Source: an optimization exercise on an open RTL-to-GDS flow (aim: small area, a short achievable clock period and few clock cycles). Production flows keep margins and buffers that such runs may drop.
Function was not checked in any run shown here: the RTL went through the layout flow alone.
No activity file was given, so power comes from the tool's default toggle rates.

==> flow/design.v <==
package isotp_rx_pkg;
	localparam logic [1:0] OP_ARM   = 2'd0;
	localparam logic [1:0] OP_FRAME = 2'd1;
	localparam logic [1:0] OP_ABORT = 2'd2;
	localparam logic [1:0] KIND_BYTE  = 2'd0;
	localparam logic [1:0] KIND_FLOW  = 2'd1;
	localparam logic [1:0] KIND_ERROR = 2'd2;
	localparam logic [2:0] ERR_SINGLE = 3'd0;
	localparam logic [2:0] ERR_FIRST  = 3'd1;
	localparam logic [2:0] ERR_SEQ    = 3'd2;
	localparam logic [2:0] ERR_SHORT  = 3'd3;
	localparam logic [2:0] ERR_TYPE   = 3'd4;
endpackage
import isotp_rx_pkg::*;
module isotp_receive_reassembler #(
	parameter int MAX_MESSAGE_BYTES = 64
) (
	input  logic       clk,
	input  logic       arst_n,
	input  logic       in_valid,
	output logic       in_ready,
	input  logic [1:0] op,
	input  logic [3:0] dlc,
	input  logic [7:0] byte_0,
	input  logic [7:0] byte_1,
	input  logic [7:0] byte_2,
	input  logic [7:0] byte_3,
	input  logic [7:0] byte_4,
	input  logic [7:0] byte_5,
	input  logic [7:0] byte_6,
	input  logic [7:0] byte_7,
	output logic       out_valid,
	input  logic       out_ready,
	output logic [1:0] kind,
	output logic [7:0] data_byte,
	output logic [5:0] byte_index,
	output logic [6:0] msg_length,
	output logic [2:0] error_code,
	output logic       last
);
	localparam int QD = 2;           
	localparam int EW = 12;          
	logic       in_ready_q;
	logic       armed_q, multi_q;
	logic [3:0] seq_q;
	logic [6:0] total_q;
	logic [5:0] rem_q;       
	logic [3:0] ck_q;        
	logic [2:0] wp_q;        
	logic [2:0] ms_q;        
	logic [9:0] pend_q;      
	logic [9:0] busy_q;      
	logic       w0_q;        
	logic [7:0] ws_q;        
	logic       w9_q;        
	logic [1:0]    qcnt_q;
	logic [EW-1:0] qe_q [QD];
	logic       ov_q;
	logic [1:0] kind_q;
	logic [7:0] data_q;
	logic [5:0] idx_q;
	logic [6:0] len_q;
	logic [2:0] code_q;
	logic       last_q;
	logic       active_q;    
	logic [5:0] r_q;         
	logic [5:0] pa_q;        
	logic [2:0] m7_q;        
	logic       cz_q;        
	logic       c9_q;        
	logic [2:0] ci_q;        
	logic [2:0] rs_q;        
	logic [511:0] st;        
	logic       acc, frame;
	logic [3:0] pci, nib;
	logic       sf_ok, ff_ok, cf_seq_ok, cf_len_ok, cf_last;
	logic [2:0] copy;
	logic       sf_good, ff_good, cf_good, cf_mid, cf_end, seq_err;
	logic       push;
	logic [EW-1:0] push_e;
	assign acc   = in_valid && in_ready_q;
	assign pci   = byte_0[7:4];
	assign nib   = byte_0[3:0];
	assign frame = acc && op == OP_FRAME && armed_q && dlc != 4'd0;
	assign sf_ok     = nib != 4'd0 && !nib[3] && (dlc[3] || nib < dlc);
	assign ff_ok     = dlc[3] && nib == 4'd0 && byte_1 >= 8'd8 && byte_1 <= 8'(MAX_MESSAGE_BYTES);
	assign cf_last   = rem_q[5:3] == 3'd0;
	assign copy      = cf_last ? rem_q[2:0] : 3'd7;
	assign cf_seq_ok = nib == seq_q;
	assign cf_len_ok = dlc[3] || copy < dlc[2:0];
	assign sf_good = frame && pci == 4'h0 && sf_ok;
	assign ff_good = frame && pci == 4'h1 && ff_ok;
	assign cf_good = frame && pci == 4'h2 && multi_q && cf_seq_ok && cf_len_ok;
	assign cf_mid  = cf_good && !cf_last;
	assign cf_end  = cf_good && cf_last;
	assign seq_err = frame && pci == 4'h2 && multi_q && !cf_seq_ok;
	assign push = frame && !cf_mid;
	always_comb begin
		push_e = {KIND_ERROR, 4'd0, ERR_TYPE, 3'd0};
		if (pci == 4'h0) begin
			if (sf_ok) push_e = {KIND_BYTE, 3'd0, nib, wp_q};
			else       push_e = {KIND_ERROR, 4'd0, ERR_SINGLE, 3'd0};
		end else if (pci == 4'h1) begin
			if (!dlc[3])    push_e = {KIND_ERROR, 4'd0, ERR_TYPE, 3'd0};
			else if (ff_ok) push_e = {KIND_FLOW, 7'd0, 3'd0};
			else            push_e = {KIND_ERROR, 4'd0, ERR_FIRST, 3'd0};
		end else if (pci == 4'h2 && multi_q) begin
			if (!cf_seq_ok)      push_e = {KIND_ERROR, 4'd0, ERR_SEQ, 3'd0};
			else if (!cf_len_ok) push_e = {KIND_ERROR, 4'd0, ERR_SHORT, 3'd0};
			else                 push_e = {KIND_BYTE, total_q, ms_q};
		end
	end
	logic       armed_d, multi_d, adv;
	logic [3:0] ck_d;
	logic [2:0] wp_d;
	logic [9:0] wr_slot;     
	always_comb begin
		armed_d = armed_q;
		multi_d = multi_q;
		if (acc && op == OP_ARM) begin
			armed_d = 1'b1;
			multi_d = 1'b0;
		end else if (acc && op == OP_ABORT) begin
			armed_d = 1'b0;
			multi_d = 1'b0;
		end else if (sf_good || cf_end) begin
			armed_d = 1'b0;
			multi_d = 1'b0;
		end else if (ff_good) begin
			multi_d = 1'b1;
		end else if (seq_err) begin
			multi_d = 1'b0;
		end
	end
	assign adv  = sf_good || (cf_good && ck_q != 4'd9);
	assign ck_d = ff_good ? 4'd1 : cf_good ? ck_q + 4'd1 : ck_q;
	assign wp_d = wp_q + 3'(adv);
	assign wr_slot = (ck_q == 4'd9 && !sf_good) ? 10'b10_0000_0000 : {1'b0, 8'(1) << wp_q, 1'b0};
	always_ff @(posedge clk or negedge arst_n) begin
		if (!arst_n) begin
			armed_q <= 1'b0;
			multi_q <= 1'b0;
			wp_q    <= 3'd0;
		end else begin
			armed_q <= armed_d;
			multi_q <= multi_d;
			wp_q    <= wp_d;
		end
	end
	always_ff @(posedge clk) begin
		ck_q <= ck_d;
		if (ff_good) begin
			seq_q   <= 4'd1;
			total_q <= byte_1[6:0];
			rem_q   <= byte_1[5:0] - 6'd6;
			ms_q    <= wp_q;
			pend_q  <= 10'b1;
		end else if (cf_good) begin
			seq_q  <= seq_q + 4'd1;
			rem_q  <= rem_q - 6'd7;
			pend_q <= pend_q | wr_slot;
		end
	end
	logic          out_free, pop, load_byte, s_last, h_multi, load, sl_end;
	logic [1:0]    h_kind;
	logic [6:0]    h_val;
	logic [2:0]    h_sl;
	logic [EW-1:0] nh;
	logic [5:0]    nh_pa;
	logic [9:0]    clr;
	logic [7:0]    rd;
	assign out_free  = !ov_q || out_ready;
	assign h_kind    = qe_q[0][11:10];
	assign h_val     = qe_q[0][9:3];
	assign h_sl      = qe_q[0][2:0];
	assign h_multi   = h_val[6:3] != 4'd0;
	assign pop       = out_free && !active_q && qcnt_q != 2'd0;
	assign rd        = st[8*pa_q +: 8];
	assign load_byte = active_q || h_kind == KIND_BYTE;
	assign load      = out_free && (active_q || (pop && h_kind == KIND_BYTE));
	assign s_last    = active_q ? ({1'b0, r_q} + 7'd1 == len_q) : (h_val == 7'd1);
	assign sl_end    = active_q && len_q[6:3] != 4'd0 && m7_q == 3'd5;
	assign nh    = (pop && qcnt_q == 2'd2) ? qe_q[1] :
	               ((pop && qcnt_q == 2'd1) || qcnt_q == 2'd0) ? push_e : qe_q[0];
	assign nh_pa = (nh[9:6] != 4'd0) ? 6'd0 : {3'd0, nh[2:0]} * 6'd7 + 6'd6;
	always_comb begin
		clr = '0;
		if (load && (s_last || sl_end)) begin
			if (!active_q)  clr[h_sl + 1] = 1'b1;
			else if (cz_q)  clr[0] = 1'b1;
			else if (c9_q)  clr[9] = 1'b1;
			else            clr[ci_q + 1] = 1'b1;
		end
	end
	logic [2:0] wp1;
	logic qroom_np, qroom_p, b0, bw, bw1, t_none, t_arm, t_err, t_seq, t_ff, t_mid, ir_d;
	assign qroom_np = qcnt_q != 2'(QD) || pop;
	assign qroom_p  = qcnt_q < 2'(QD - 1) || (qcnt_q == 2'(QD - 1) && pop);
	assign b0  = busy_q[0];
	assign bw  = busy_q[wp_q + 1];
	assign wp1 = wp_q + 3'd1;
	assign bw1 = busy_q[wp1 + 1];
	assign t_none = qroom_np && (!armed_q || (!b0 && (!bw && !(multi_q && ck_q == 4'd9 && busy_q[9]))));
	assign t_arm  = qroom_np && !b0 && !bw;
	assign t_err  = qroom_p && (!armed_q || (!b0 && (!bw && !(multi_q && ck_q == 4'd9 && busy_q[9]))));
	assign t_seq  = qroom_p && !b0 && !bw;
	assign t_ff   = qroom_p && !b0 && !bw;
	assign t_mid  = qroom_np && !b0 && !bw1 && !(ck_q == 4'd8 && busy_q[9]);
	always_comb begin
		ir_d = t_none;
		if (acc) begin
			if (op == OP_ARM) ir_d = t_arm;
			else if (op == OP_ABORT) ir_d = qroom_np;
			else if (frame) begin
				if (sf_good || cf_end) ir_d = qroom_p;
				else if (ff_good) ir_d = t_ff;
				else if (cf_mid) ir_d = t_mid;
				else if (seq_err) ir_d = t_seq;
				else ir_d = t_err;
			end
		end
	end
	always_ff @(posedge clk or negedge arst_n) begin
		if (!arst_n) begin
			in_ready_q <= 1'b1;
			w0_q       <= 1'b0;
			ws_q       <= '0;
			w9_q       <= 1'b0;
			busy_q     <= '0;
		end else begin
			in_ready_q <= ir_d;
			w0_q       <= ir_d && armed_d;
			w9_q       <= ir_d && multi_d && ck_d == 4'd9;
			ws_q       <= (ir_d && armed_d && !(multi_d && ck_d == 4'd9)) ? 8'(1) << wp_d : 8'd0;
			busy_q     <= (busy_q & ~clr) |
			              (sf_good ? wr_slot : 10'd0) |
			              (cf_end ? (pend_q | wr_slot) : 10'd0);
		end
	end
	assign in_ready = in_ready_q;
	logic [7:0][7:0] b;
	logic            we0;
	assign b   = {byte_7, byte_6, byte_5, byte_4, byte_3, byte_2, byte_1, byte_0};
	assign we0 = in_valid && w0_q && (!multi_q || (op == OP_FRAME && pci == 4'h1 && ff_ok));
	for (genvar i = 0; i < 6; i++) begin : g_s0
		always_ff @(posedge clk) begin
			if (we0) st[8*i +: 8] <= b[i + 2];
		end
	end
	logic [7:0] wr;
	assign wr = ws_q | ((w9_q && op == OP_FRAME && pci == 4'h0 && sf_ok) ? 8'(1) << wp_q : 8'd0);
	for (genvar i = 6; i < 62; i++) begin : g_ring
		always_ff @(posedge clk) begin
			if (in_valid && wr[(i + 1) / 7 - 1]) st[8*i +: 8] <= b[(i + 1) % 7 + 1];
		end
	end
	for (genvar i = 62; i < 64; i++) begin : g_s9
		always_ff @(posedge clk) begin
			if (in_valid && w9_q) st[8*i +: 8] <= b[i - 61];
		end
	end
	always_ff @(posedge clk or negedge arst_n) begin
		if (!arst_n) begin
			qcnt_q <= 2'd0;
		end else begin
			qcnt_q <= qcnt_q + 2'(push) - 2'(pop);
		end
	end
	always_ff @(posedge clk) begin
		for (int i = 0; i < QD; i++) begin
			if (push && 2'(i) == qcnt_q - 2'(pop)) qe_q[i] <= push_e;
			else if (pop && i < QD - 1) qe_q[i] <= qe_q[i + 1];
		end
	end
	always_ff @(posedge clk or negedge arst_n) begin
		if (!arst_n) begin
			ov_q     <= 1'b0;
			active_q <= 1'b0;
			r_q      <= 6'd0;
		end else if (out_free) begin
			ov_q <= active_q || qcnt_q != 2'd0;
			if (active_q || pop) begin
				if (load_byte && !s_last) begin
					active_q <= 1'b1;
					r_q      <= r_q + 6'd1;
				end else begin
					active_q <= 1'b0;
					r_q      <= 6'd0;
				end
			end
		end
	end
	always_ff @(posedge clk) begin
		if (load && !s_last) begin
			if (!active_q) begin
				pa_q <= pa_q + 6'd1;
				m7_q <= 3'd1;
				cz_q <= h_multi;
				c9_q <= 1'b0;
				ci_q <= h_sl;
				rs_q <= h_sl;
			end else if (sl_end) begin
				m7_q <= 3'd6;
				if (cz_q) begin
					pa_q <= {3'd0, rs_q} * 6'd7 + 6'd6;
					ci_q <= rs_q;
					cz_q <= 1'b0;
				end else if (r_q == 6'd61) begin
					pa_q <= 6'd62;
					c9_q <= 1'b1;
				end else begin
					pa_q <= {3'd0, ci_q + 3'd1} * 6'd7 + 6'd6;
					ci_q <= ci_q + 3'd1;
				end
			end else begin
				pa_q <= pa_q + 6'd1;
				m7_q <= (m7_q == 3'd6) ? 3'd0 : m7_q + 3'd1;
			end
		end else if (!active_q || (out_free && s_last)) begin
			pa_q <= nh_pa;
		end
	end
	always_ff @(posedge clk) begin
		if (out_free && (active_q || pop)) begin
			kind_q <= active_q ? KIND_BYTE : h_kind;
			data_q <= load_byte ? rd : 8'd0;
			idx_q  <= r_q;
			if (!active_q) len_q <= (h_kind == KIND_BYTE) ? h_val : 7'd0;
			code_q <= (!active_q && h_kind == KIND_ERROR) ? h_val[2:0] : 3'd0;
			last_q <= load_byte ? s_last : 1'b1;
		end
	end
	assign out_valid  = ov_q;
	assign kind       = kind_q;
	assign data_byte  = data_q;
	assign byte_index = idx_q;
	assign msg_length = len_q;
	assign error_code = code_q;
	assign last       = last_q;
endmodule
==> flow/run.sh <==
#!/bin/bash
# synth_recipe.tcl (not shown) runs the flow's synth.tcl, then flattens the netlist and writes it again
# the make line also repeats each setting of config.mk as NAME=value (left out here)
make -C /OpenROAD-flow-scripts/flow DESIGN_CONFIG=/design/flow/config.mk WORK_HOME=/design/flow/orfs CLKGATE_MAP_FILE= SYNTH_SCRIPT=/design/flow/synth_recipe.tcl finish
==> flow/config.mk <==
export PLATFORM = sky130hd
export DESIGN_NAME = isotp_receive_reassembler
export DESIGN_NICKNAME = isotp_receive_reassembler
export VERILOG_FILES = /design/flow/design.v
export SDC_FILE = /design/flow/constraint.sdc
export NUM_CORES = 4
export LEC_CHECK = 0
export CAP_MARGIN = 20
export CORE_MARGIN = 2
export CORE_UTILIZATION = 40
export SETUP_SLACK_MARGIN = 4.0
export SLEW_MARGIN = 20
==> flow/constraint.sdc <==
create_clock -name core_clock -period 7.0 [get_ports {clk}]
set_input_delay 1.4000 -clock core_clock [delete_from_list [all_inputs] [get_ports {clk}]]
set_output_delay 1.4000 -clock core_clock [all_outputs]
set_load 0.01 [all_outputs]
==> results of run 1 <==
-- per-stage QoR --
| stage | std cells | setup slack (ps) | hold WS (ps) | utilization |
|---|---|---|---|---|
| after floorplan | 1486 | 2923 | 423.1 | - |
| after global placement | 2416 | 1968 | 447.3 | 0.4418 |
| after detailed placement | 2416 | 1909 | 452.9 | 0.4418 |
| after CTS | 2722 | 3405 | 467.0 | 0.5221 |
| after global routing | 2752 | 3265 | 503.7 | 0.5311 |
| final | 2752 | 3420 | 468.8 | 0.5311 |
-- power breakdown --
part / internal (mW) / switching, mW
Sequential: 4.62 / 0.201
Clock: 2.25 / 1.57
Combinational: 1.88 / 1.99
Total: 8.74 / 3.76
-- sequential cells by signal, summed over array words and instances (netlist names), 3 cells and up --
name     count
busy_q      10
ci_q         3
ck_q         4
code_q       3
data_q       8
idx_q        6
len_q        7
m7_q         3
ms_q         3
pa_q         6
pend_q       9
qe_q        24
r_q          6
rem_q        6
rs_q         3
seq_q        4
st         512
total_q      7
wp_q         3
ws_q         8
-- worst min-delay path by stage --
stage | slack (ps) | from | to
after floorplan | 420 | active_q | c9_q
after global placement | 450 | pend_q[9] | pend_q[9]
after detailed placement | 450 | pend_q[9] | pend_q[9]
after CTS | 470 | pend_q[9] | pend_q[9]
after global routing | 500 | pend_q[5] | pend_q[5]
final | 470 | pend_q[8] | pend_q[8]
-- repair_timing --
item                       in CTS  in global routing
setup buffers                 133                 22
setup endpoints to repair     637                582
gates cloned                   42                  8
resized for setup             273                 77
pin swaps                      79                 50
-- tightest hold or removal path, delay by kind of cell, from the launching register on --
family             cells  cell delay, ps
AOI/OAI and AO/OA      1              40
and+or+nand+nor        1              70
DFF                    1             320
-- logic make-up (layout without fill, tap and decap cells) --
logic type,after synthesis,count (layout),share of synthesized area
and+or+nand+nor,281,283,0.05479
xor gates and xnor gates,46,46,0.01482
adders and majority gates,52,52,0.02412
muxes,188,188,0.1453
buffers and inverters,109,474,0.01593
AOI/OAI and AO/OA,161,187,0.04079
DFF,649,649,0.7042
-- Yosys cell counts, types with 5 or more instances --
| library cell | n |
|---|---|
| a32oi_1 | 5 |
| a21o_1 | 5 |
| mux2_2 | 12 |
| and3_1 | 8 |
| nand2b_1 | 6 |
| clkbuf_1 | 30 |
| a22oi_1 | 5 |
| o211ai_1 | 9 |
| o21ai_0 | 24 |
| o22ai_1 | 6 |
| buf_2 | 19 |
| dfrtp_1 | 35 |
| and2_1 | 22 |
| buf_1 | 15 |
| xor2_1 | 23 |
| mux4_2 | 164 |
| nor2b_1 | 21 |
| inv_1 | 42 |
| nor2_1 | 48 |
| nor3_1 | 17 |
| a211oi_1 | 17 |
| nand4_1 | 7 |
| o21a_1 | 8 |
| xnor2_1 | 23 |
| a21oi_1 | 33 |
| or3_1 | 5 |
| edfxtp_1 | 596 |
| a221oi_1 | 5 |
| nor4_1 | 7 |
| ha_1 | 50 |
| mux2i_1 | 12 |
| nand3_1 | 25 |
| a31oi_1 | 12 |
| nor3b_1 | 5 |
| or2_2 | 7 |
| nand2_1 | 78 |
| o21ai_1 | 10 |
| dfxtp_1 | 17 |
-- layer usage --
| metal | global-route usage | wire length [um] |
|---|---|---|
| met1 | 0.2896 | 30950 |
| met2 | 0.3563 | 37090 |
| met3 | 0.05304 | 6369 |
| met4 | 0.07772 | 2992 |
| met5 | 0 | 0 |
-- layout make-up --
class	count	area (um2)
fillers	5199	31540
flip-flops and latches	649	19140
multi-input cells	756	9087
repair buffers	297	3819
clock buffers	88	1861
well taps	873	1092
clock inverters	43	535.5
inverters	45	191.4
repair inverters	1	7.507
==> impl_metrics.env, run 1 <==
export IMPL_outcome="complete, no violations"
export IMPL_drc_errors=0
export IMPL_gp_congestion=0.8299
export IMPL_min_path_type="reg2reg"
export IMPL_ctsHtreeMaxLevel=3
export IMPL_cts_hold_buffers=0
export IMPL_final_common_cell="edfxtp_1"
export IMPL_power_leakage_nw=12.14
export IMPL_dpl_cell_area_mm2=0.02972
export IMPL_clkTransAtPathRegs_ps=60
export IMPL_cp_endpoint="pa_q[3]"
export IMPL_path_class="reg2reg"
export IMPL_initial_core_util=0.4040
export IMPL_crit_path_end_kind="flop"
export IMPL_finalCritPeriodShare=0.5114
export IMPL_fp_dieArea_mm2=0.07004
export IMPL_avgViaCountPerCell=5.798
export IMPL_overflow=0
export IMPL_grtUsageTotal=0.2193
export IMPL_antennaDiodeCount=0
export IMPL_r2r_end="pa_q[3]"
export IMPL_vdd_drop_max_mv=0.2757
export IMPL_detail_route_wl_per_cell_um=28.12
export IMPL_grt_pass1_vias=16031
export IMPL_setup_viol=0
export IMPL_crit_fanout=4
export IMPL_cts_buffers=71
export IMPL_required_ps=7360
export IMPL_cts_path_max_buffers=3
export IMPL_p_per_area_mw_per_mm2=349.8
export IMPL_fin_worst_skew_ps=31.75
export IMPL_hpwl_um=37990
export IMPL_std_cell_rows=95
export IMPL_firstDrtPassIters=5
export IMPL_ys_seq_area_frac=0.7042
export IMPL_synth_edff_count=596
export IMPL_synthCells=1486
export IMPL_design_core_area_mm2=0.06728
export IMPL_synth_top_area_frac=0.6585
export IMPL_final_layout_size_suffix_gt1_frac=0.3646
export IMPL_grt_start_max_net_pins=65
export IMPL_post_route_min_period_ps=3580
export IMPL_fin_tns_setup_ps=0
export IMPL_crit_path_start_kind="flop"
export IMPL_die_h_um=264.7
export IMPL_drt_first_iter_violations=1768
export IMPL_syn_avg_cell_area_um2=18.29
export IMPL_ys_warnings_count=2
export IMPL_area_growth_pct=31.48
export IMPL_ys_flop_type="edfxtp_1"
export IMPL_final_cell_mix="edfxtp_1 (596), mux4_2 (164), clkbuf_16 (79)"
export IMPL_synth_distinct_cells=73
export IMPL_route_vias_total=15957
export IMPL_cp_buffers_inverters=3
export IMPL_cpPeakStageDelay_ps=440
export IMPL_antenna_found_initial=1
export IMPL_cts_root_buf="clkbuf_16"
export IMPL_synth_area_mm2=0.02718
export IMPL_clkSinkCount=649
export IMPL_insertion_delay_ps=640
export IMPL_totalPowerFinal_mw=12.50
export IMPL_postLayoutCellArea_mm2=0.03573
export IMPL_crit_family="simple AND/OR/NAND/NOR gates"
export IMPL_port_buffers=102
export IMPL_arrival_ps=3940
export IMPL_ant_nets=0
export IMPL_r2r_start="rem_q[3]"
export IMPL_synth_top_cell_by_area="edfxtp_1"
export IMPL_holdPathStages=2
export IMPL_cp_depth=17
export IMPL_num_io_pins=103
export IMPL_path_cells="nor3_4 > or2b_1 > ha_4 > nand2_4 > a311oi_4 > buf_12 > nor4_4 > buf_4 > nor3_4 > nor3_4 > ha_4 > inv_4 > ha_4 > xor2_2 > xnor2_1 > xnor2_1 > o22ai_1"
export IMPL_die_w_um=264.7
export IMPL_fmax_mhz=279.4
export IMPL_synth_top_cells_by_area="edfxtp_1 (66%), mux4_2 (14%), dfrtp_1 (3.2%)"
export IMPL_cts_tree="built"
export IMPL_hold_violations=0
export IMPL_tightest_slew_ps=1090
export IMPL_rrSetupSlack_ps=3420
export IMPL_fin_nets=1946
export IMPL_drv_slew=0
export IMPL_relSlewSlack=0.2731
export IMPL_worst_path_max_delay_cell="edfxtp_1"
export IMPL_routed_wl_um=77390
export IMPL_ys_async_sr_fraction=0.05547
export IMPL_grt_pass1_wl_um=110700
export IMPL_crit_start="rem_q[3]"
export IMPL_ys_ff_latch=649
export IMPL_drv_cap=0
export IMPL_synth_nets=1611
export IMPL_rsz0062_at_grt="true"
export IMPL_reg2regPathDepth=17
==> run 2, diff against run 1 <==
--- a/flow/design.v
+++ b/flow/design.v
@@ -38,7 +38,7 @@
 	output logic [2:0] error_code,
 	output logic       last
 );
-	localparam int QD = 2;           
+	localparam int QD = 3;           
 	localparam int EW = 12;          
 	logic       in_ready_q;
 	logic       armed_q, multi_q;
@@ -50,9 +50,6 @@
 	logic [2:0] ms_q;        
 	logic [9:0] pend_q;      
 	logic [9:0] busy_q;      
-	logic       w0_q;        
-	logic [7:0] ws_q;        
-	logic       w9_q;        
 	logic [1:0]    qcnt_q;
 	logic [EW-1:0] qe_q [QD];
 	logic       ov_q;
@@ -180,9 +177,21 @@
 	assign load      = out_free && (active_q || (pop && h_kind == KIND_BYTE));
 	assign s_last    = active_q ? ({1'b0, r_q} + 7'd1 == len_q) : (h_val == 7'd1);
 	assign sl_end    = active_q && len_q[6:3] != 4'd0 && m7_q == 3'd5;
-	assign nh    = (pop && qcnt_q == 2'd2) ? qe_q[1] :
+	function automatic logic [5:0] ring_pa(input logic [2:0] x);
+		case (x)
+			3'd0:    ring_pa = 6'd6;
+			3'd1:    ring_pa = 6'd13;
+			3'd2:    ring_pa = 6'd20;
+			3'd3:    ring_pa = 6'd27;
+			3'd4:    ring_pa = 6'd34;
+			3'd5:    ring_pa = 6'd41;
+			3'd6:    ring_pa = 6'd48;
+			default: ring_pa = 6'd55;
+		endcase
+	endfunction
+	assign nh    = (pop && qcnt_q >= 2'd2) ? qe_q[1] :
 	               ((pop && qcnt_q == 2'd1) || qcnt_q == 2'd0) ? push_e : qe_q[0];
-	assign nh_pa = (nh[9:6] != 4'd0) ? 6'd0 : {3'd0, nh[2:0]} * 6'd7 + 6'd6;
+	assign nh_pa = (nh[9:6] != 4'd0) ? 6'd0 : ring_pa(nh[2:0]);
 	always_comb begin
 		clr = '0;
 		if (load && (s_last || sl_end)) begin
@@ -193,45 +202,18 @@
 		end
 	end
 	logic [2:0] wp1;
-	logic qroom_np, qroom_p, b0, bw, bw1, t_none, t_arm, t_err, t_seq, t_ff, t_mid, ir_d;
-	assign qroom_np = qcnt_q != 2'(QD) || pop;
+	logic       qroom_p, slots_ok, ir_d;
+	assign wp1      = wp_q + 3'd1;
 	assign qroom_p  = qcnt_q < 2'(QD - 1) || (qcnt_q == 2'(QD - 1) && pop);
-	assign b0  = busy_q[0];
-	assign bw  = busy_q[wp_q + 1];
-	assign wp1 = wp_q + 3'd1;
-	assign bw1 = busy_q[wp1 + 1];
-	assign t_none = qroom_np && (!armed_q || (!b0 && (!bw && !(multi_q && ck_q == 4'd9 && busy_q[9]))));
-	assign t_arm  = qroom_np && !b0 && !bw;
-	assign t_err  = qroom_p && (!armed_q || (!b0 && (!bw && !(multi_q && ck_q == 4'd9 && busy_q[9]))));
-	assign t_seq  = qroom_p && !b0 && !bw;
-	assign t_ff   = qroom_p && !b0 && !bw;
-	assign t_mid  = qroom_np && !b0 && !bw1 && !(ck_q == 4'd8 && busy_q[9]);
-	always_comb begin
-		ir_d = t_none;
-		if (acc) begin
-			if (op == OP_ARM) ir_d = t_arm;
-			else if (op == OP_ABORT) ir_d = qroom_np;
-			else if (frame) begin
-				if (sf_good || cf_end) ir_d = qroom_p;
-				else if (ff_good) ir_d = t_ff;
-				else if (cf_mid) ir_d = t_mid;
-				else if (seq_err) ir_d = t_seq;
-				else ir_d = t_err;
-			end
-		end
-	end
+	assign slots_ok = !busy_q[0] && !busy_q[wp_q + 1] && !busy_q[wp1 + 1] &&
+	                  !(busy_q[9] && multi_q && ck_q[3]);
+	assign ir_d     = qroom_p && (slots_ok || !(armed_q || (acc && op == OP_ARM)));
 	always_ff @(posedge clk or negedge arst_n) begin
 		if (!arst_n) begin
 			in_ready_q <= 1'b1;
-			w0_q       <= 1'b0;
-			ws_q       <= '0;
-			w9_q       <= 1'b0;
 			busy_q     <= '0;
 		end else begin
 			in_ready_q <= ir_d;
-			w0_q       <= ir_d && armed_d;
-			w9_q       <= ir_d && multi_d && ck_d == 4'd9;
-			ws_q       <= (ir_d && armed_d && !(multi_d && ck_d == 4'd9)) ? 8'(1) << wp_d : 8'd0;
 			busy_q     <= (busy_q & ~clr) |
 			              (sf_good ? wr_slot : 10'd0) |
 			              (cf_end ? (pend_q | wr_slot) : 10'd0);
@@ -241,14 +223,17 @@
 	logic [7:0][7:0] b;
 	logic            we0;
 	assign b   = {byte_7, byte_6, byte_5, byte_4, byte_3, byte_2, byte_1, byte_0};
-	assign we0 = in_valid && w0_q && (!multi_q || (op == OP_FRAME && pci == 4'h1 && ff_ok));
+	logic       rdy_armed, m9;
+	logic [7:0] wr;
+	assign rdy_armed = in_valid && in_ready_q && armed_q;
+	assign m9  = multi_q && ck_q == 4'd9;
+	assign we0 = rdy_armed && (!multi_q || (op == OP_FRAME && pci == 4'h1 && ff_ok));
+	assign wr  = (rdy_armed && (!m9 || (op == OP_FRAME && pci == 4'h0 && sf_ok))) ? 8'(1) << wp_q : 8'd0;
 	for (genvar i = 0; i < 6; i++) begin : g_s0
 		always_ff @(posedge clk) begin
 			if (we0) st[8*i +: 8] <= b[i + 2];
 		end
 	end
-	logic [7:0] wr;
-	assign wr = ws_q | ((w9_q && op == OP_FRAME && pci == 4'h0 && sf_ok) ? 8'(1) << wp_q : 8'd0);
 	for (genvar i = 6; i < 62; i++) begin : g_ring
 		always_ff @(posedge clk) begin
 			if (in_valid && wr[(i + 1) / 7 - 1]) st[8*i +: 8] <= b[(i + 1) % 7 + 1];
@@ -256,7 +241,7 @@
 	end
 	for (genvar i = 62; i < 64; i++) begin : g_s9
 		always_ff @(posedge clk) begin
-			if (in_valid && w9_q) st[8*i +: 8] <= b[i - 61];
+			if (in_valid && in_ready_q && m9) st[8*i +: 8] <= b[i - 61];
 		end
 	end
 	always_ff @(posedge clk or negedge arst_n) begin
@@ -302,14 +287,14 @@
 			end else if (sl_end) begin
 				m7_q <= 3'd6;
 				if (cz_q) begin
-					pa_q <= {3'd0, rs_q} * 6'd7 + 6'd6;
+					pa_q <= ring_pa(rs_q);
 					ci_q <= rs_q;
 					cz_q <= 1'b0;
 				end else if (r_q == 6'd61) begin
 					pa_q <= 6'd62;
 					c9_q <= 1'b1;
 				end else begin
-					pa_q <= {3'd0, ci_q + 3'd1} * 6'd7 + 6'd6;
+					pa_q <= ring_pa(ci_q + 3'd1);
 					ci_q <= ci_q + 3'd1;
 				end
 			end else begin
==> run 2 against run 1 <==
Highest routed layer unchanged. Final cell count rose by 1.5%. Area after synthesis decreased by 0.25%. Largest cell class unchanged. Sequential power is essentially flat. First-iteration DRC count decreased by 8.8%.
==> impl_metrics.env, run 2 <==
export IMPL_post_route_min_period_ps=3327
export IMPL_ys_async_sr_fraction=0.03994
export IMPL_port_buffers=102
export IMPL_dp_slack_ps=1820
export IMPL_clkTransAtPathRegs_ps=60
export IMPL_firstDrtPassIters=7
export IMPL_power_internal_mw=8.572
export IMPL_ctsHtreeMaxLevel=3
export IMPL_fill_cells=5137
export IMPL_fin_nets=1985
export IMPL_pwr_share_comb=0.304
export IMPL_cts_path_max_buffers=3
export IMPL_postLayoutCellArea_mm2=0.03584
export IMPL_gp_congestion=0.8119
export IMPL_die_w_um=264.3
export IMPL_synth_edff_count=608
export IMPL_syn_avg_cell_area_um2=17.78
export IMPL_reg_largest_list="st x512, qe_q x36, busy_q x10"
export IMPL_fin_worst_skew_ps=21.18
export IMPL_routed_wl_um=75900
export IMPL_synthCells=1525
export IMPL_route_vias_total=15997
export IMPL_initial_core_util=0.4037
export IMPL_relSlewSlack=0.3676
export IMPL_ys_ff_latch=651
export IMPL_synth_area_mm2=0.02711
export IMPL_rsz0062_at_grt="true"
export IMPL_switching_share=0.2971
export IMPL_regArea_mm2=0.01925
export IMPL_grtUsageTotal=0.2129
export IMPL_insertion_delay_ps=610
export IMPL_drt_first_iter_violations=1612
export IMPL_synth_most_common_cell="edfxtp_1"
export IMPL_cts_tree="built"
export IMPL_grt_pass1_wl_um=109200
export IMPL_area_growth_pct=32.21
export IMPL_antennaDiodeCount=0
export IMPL_ys_seq_area_frac=0.7101
export IMPL_required_ps=7310
export IMPL_design_core_area_mm2=0.06716
export IMPL_cts_root_buf="clkbuf_16"
export IMPL_antenna_found_initial=2
export IMPL_power_leakage_nw=12.24
export IMPL_overflow=0
export IMPL_hold_violations=0
export IMPL_crit_path_start_kind="primary input"
export IMPL_finalCritPeriodShare=0.4753
export IMPL_drc_errors=0
export IMPL_final_layout_size_suffix_gt1_frac=0.3215
export IMPL_tightest_slew_ps=948.6
export IMPL_cts_buffers=71
export IMPL_fin_tns_setup_ps=0
export IMPL_arrival_ps=3640
export IMPL_clock_power_share=0.299
export IMPL_avgViaCountPerCell=5.730
export IMPL_detail_route_wl_per_cell_um=27.18
export IMPL_num_io_pins=103
export IMPL_p_seq_frac=0.397
export IMPL_synth_top_area_frac=0.6735
export IMPL_outcome="complete, no violations"
export IMPL_crit_path_end_kind="flop"
export IMPL_crit_fanout=8
export IMPL_min_path_type="reg2reg"
export IMPL_ys_warnings_count=2
export IMPL_regMostFlops="st"
export IMPL_synth_distinct_cells=70
export IMPL_path_class="in2reg"
export IMPL_clkSinkCount=651
export IMPL_final_common_cell="edfxtp_1"
export IMPL_setup_viol=0
export IMPL_cts_hold_buffers=0
export IMPL_grt_pass1_vias=16280
export IMPL_final_cell_mix="edfxtp_1 (608), mux4_2 (148), clkbuf_16 (89)"
export IMPL_largest_register_ff_count=512
export IMPL_dpl_cell_area_mm2=0.02950
export IMPL_synth_nets=1643
export IMPL_fp_dieArea_mm2=0.06987
export IMPL_switchingPower_mw=3.623
export IMPL_drv_cap=0
export IMPL_synth_top_cells_by_area="edfxtp_1 (67%), mux4_2 (12%), dfrtp_1 (2.3%)"
export IMPL_vdd_drop_max_mv=0.2648
export IMPL_p_per_area_mw_per_mm2=340.2
export IMPL_ys_top_cells_by_count="edfxtp_1 (608), mux4_2 (148), nor2_1 (70)"
export IMPL_multi_input_area_mm2=0.008107
export IMPL_ys_flop_type="edfxtp_1"
export IMPL_std_cell_rows=95
export IMPL_grt_start_max_net_pins=62
export IMPL_drv_slew=0
export IMPL_setup_ws_ps=3673
export IMPL_synth_top_cell_by_area="edfxtp_1"
export IMPL_ant_nets=0
export IMPL_fmax_mhz=300.6
export IMPL_hpwl_um=37450
export IMPL_die_h_um=264.3
run 2: layout make-up:
| type | instances | share of cell area |
|---|---|---|
| Timing Repair inverter | 1 | 0.0002444 |
| Timing Repair Buffer | 329 | 0.1362 |
| Tap cell | 873 | 0.03047 |
| Inverter | 59 | 0.007226 |
| Multi-Input combinational cell | 754 | 0.2262 |
| Sequential cell | 651 | 0.5371 |
| Clock buffer | 91 | 0.05404 |
| Clock inverter | 34 | 0.008622 |
run 2: final timing paths:
kind                            from          to  slack, ps  depth (start not counted)
setup / recovery              dlc[1]     st[300]       3670                         14
hold / removal             pend_q[7]   pend_q[7]        470                          2
setup reg to reg            rem_q[3]     pa_q[2]       3730                         11
hold reg to reg            pend_q[7]   pend_q[7]        470                          2
max in group asynchronous     arst_n  in_ready_q       5460                          2
min in group asynchronous     arst_n      r_q[5]       1200                          2
run 2: what timing repair did:
item                                    4_1_cts  5_1_grt
endpoints found under the setup margin      650      614
pin swaps                                    54       26
cloned                                       46       22
setup buffers                               108       30
gates resized for setup                     288       87
run 2: worst max-delay path, stage by stage:
cell and delay [ps]:
buf_8 110, inv_8 50, ha_4 180, a2111o_1 420
a21oi_4 220, nand2_2 70, a31o_4 250, buf_8 130
buf_6 100, buf_6 120, nor2_4 120, buf_12 180
buf_12 120, buf_16 130
run 2: cells by family (layout without fill, tap and decap cells):
kind of cell,Yosys count,after routing,synth area share
simple gates,280,284,0.05326
fa+ha+maj,44,44,0.02031
mux,181,181,0.1356
compound gates,210,213,0.05091
flops,651,651,0.7101
buf+inv,127,514,0.01948
xor+xnor,32,32,0.01034
run 2: stage by stage:
step                      total power [mW]  hold WS [ps]  utilization  std cells
after floorplan                      7.019         419.6            -       1525
after CTS                            12.17         472.2       0.5175       2740
after global placement               7.974         451.1       0.4389       2460
after detailed placement             8.007         459.5       0.4392       2461
final                                12.20         468.1       0.5337       2792
after global routing                 12.69         508.9       0.5337       2792
run 2: per-layer routing:
metal,vias to the layer above,wire (um),track usage
met4,0,1549,0.05759
met2,637,38200,0.3565
li1,6846,-,-
met3,103,4949,0.03242
met1,8411,31190,0.2917
met5,-,0,0
run 2: power groups by stage:
stage / Clock [mW] / Sequential, mW / Combinational [mW]
global route: 3.86 / 4.87 / 3.96
CTS: 3.70 / 4.84 / 3.63
floorplan: 0 / 4.84 / 2.18
detailed placement: 0 / 4.91 / 3.09
finish: 3.65 / 4.84 / 3.71
global placement: 0 / 4.90 / 3.07

separate check: timing with driven ports:
No port has a modelled driver above. Below, the same layouts with a new extraction and two added sets of constraints. Step 1 sets driving cells, clkbuf_16 on the clock port and buf_2 on the other inputs (assumed; they add their load-dependent delay and slew). Step 2 times the ports against the registers' clock, not the clock port: input delays grow and output delays shrink by t, the midpoint of the rising clock arrivals with the driver on. Slacks: no drivers / after step 1 / after step 2; pairs: no drivers / after step 1.
run | t (ns) | slack for setup (ns) | worst setup path after step 2 | slew at the worst register clock pin (ns) | pins driven straight from the clock port
run 1 | 0.674 | 3.420 / 3.420 / 2.768 | input to register | 0.07 / 0.07 | 1
run 2 | 0.653 | 3.673 / 3.692 / 3.039 | input to register | 0.06 / 0.06 | 1
After both steps every run listed still meets setup and hold. The setup slack of run 1, which loses most, moves by 0.000 ns with the drivers and by -0.652 ns with both steps.
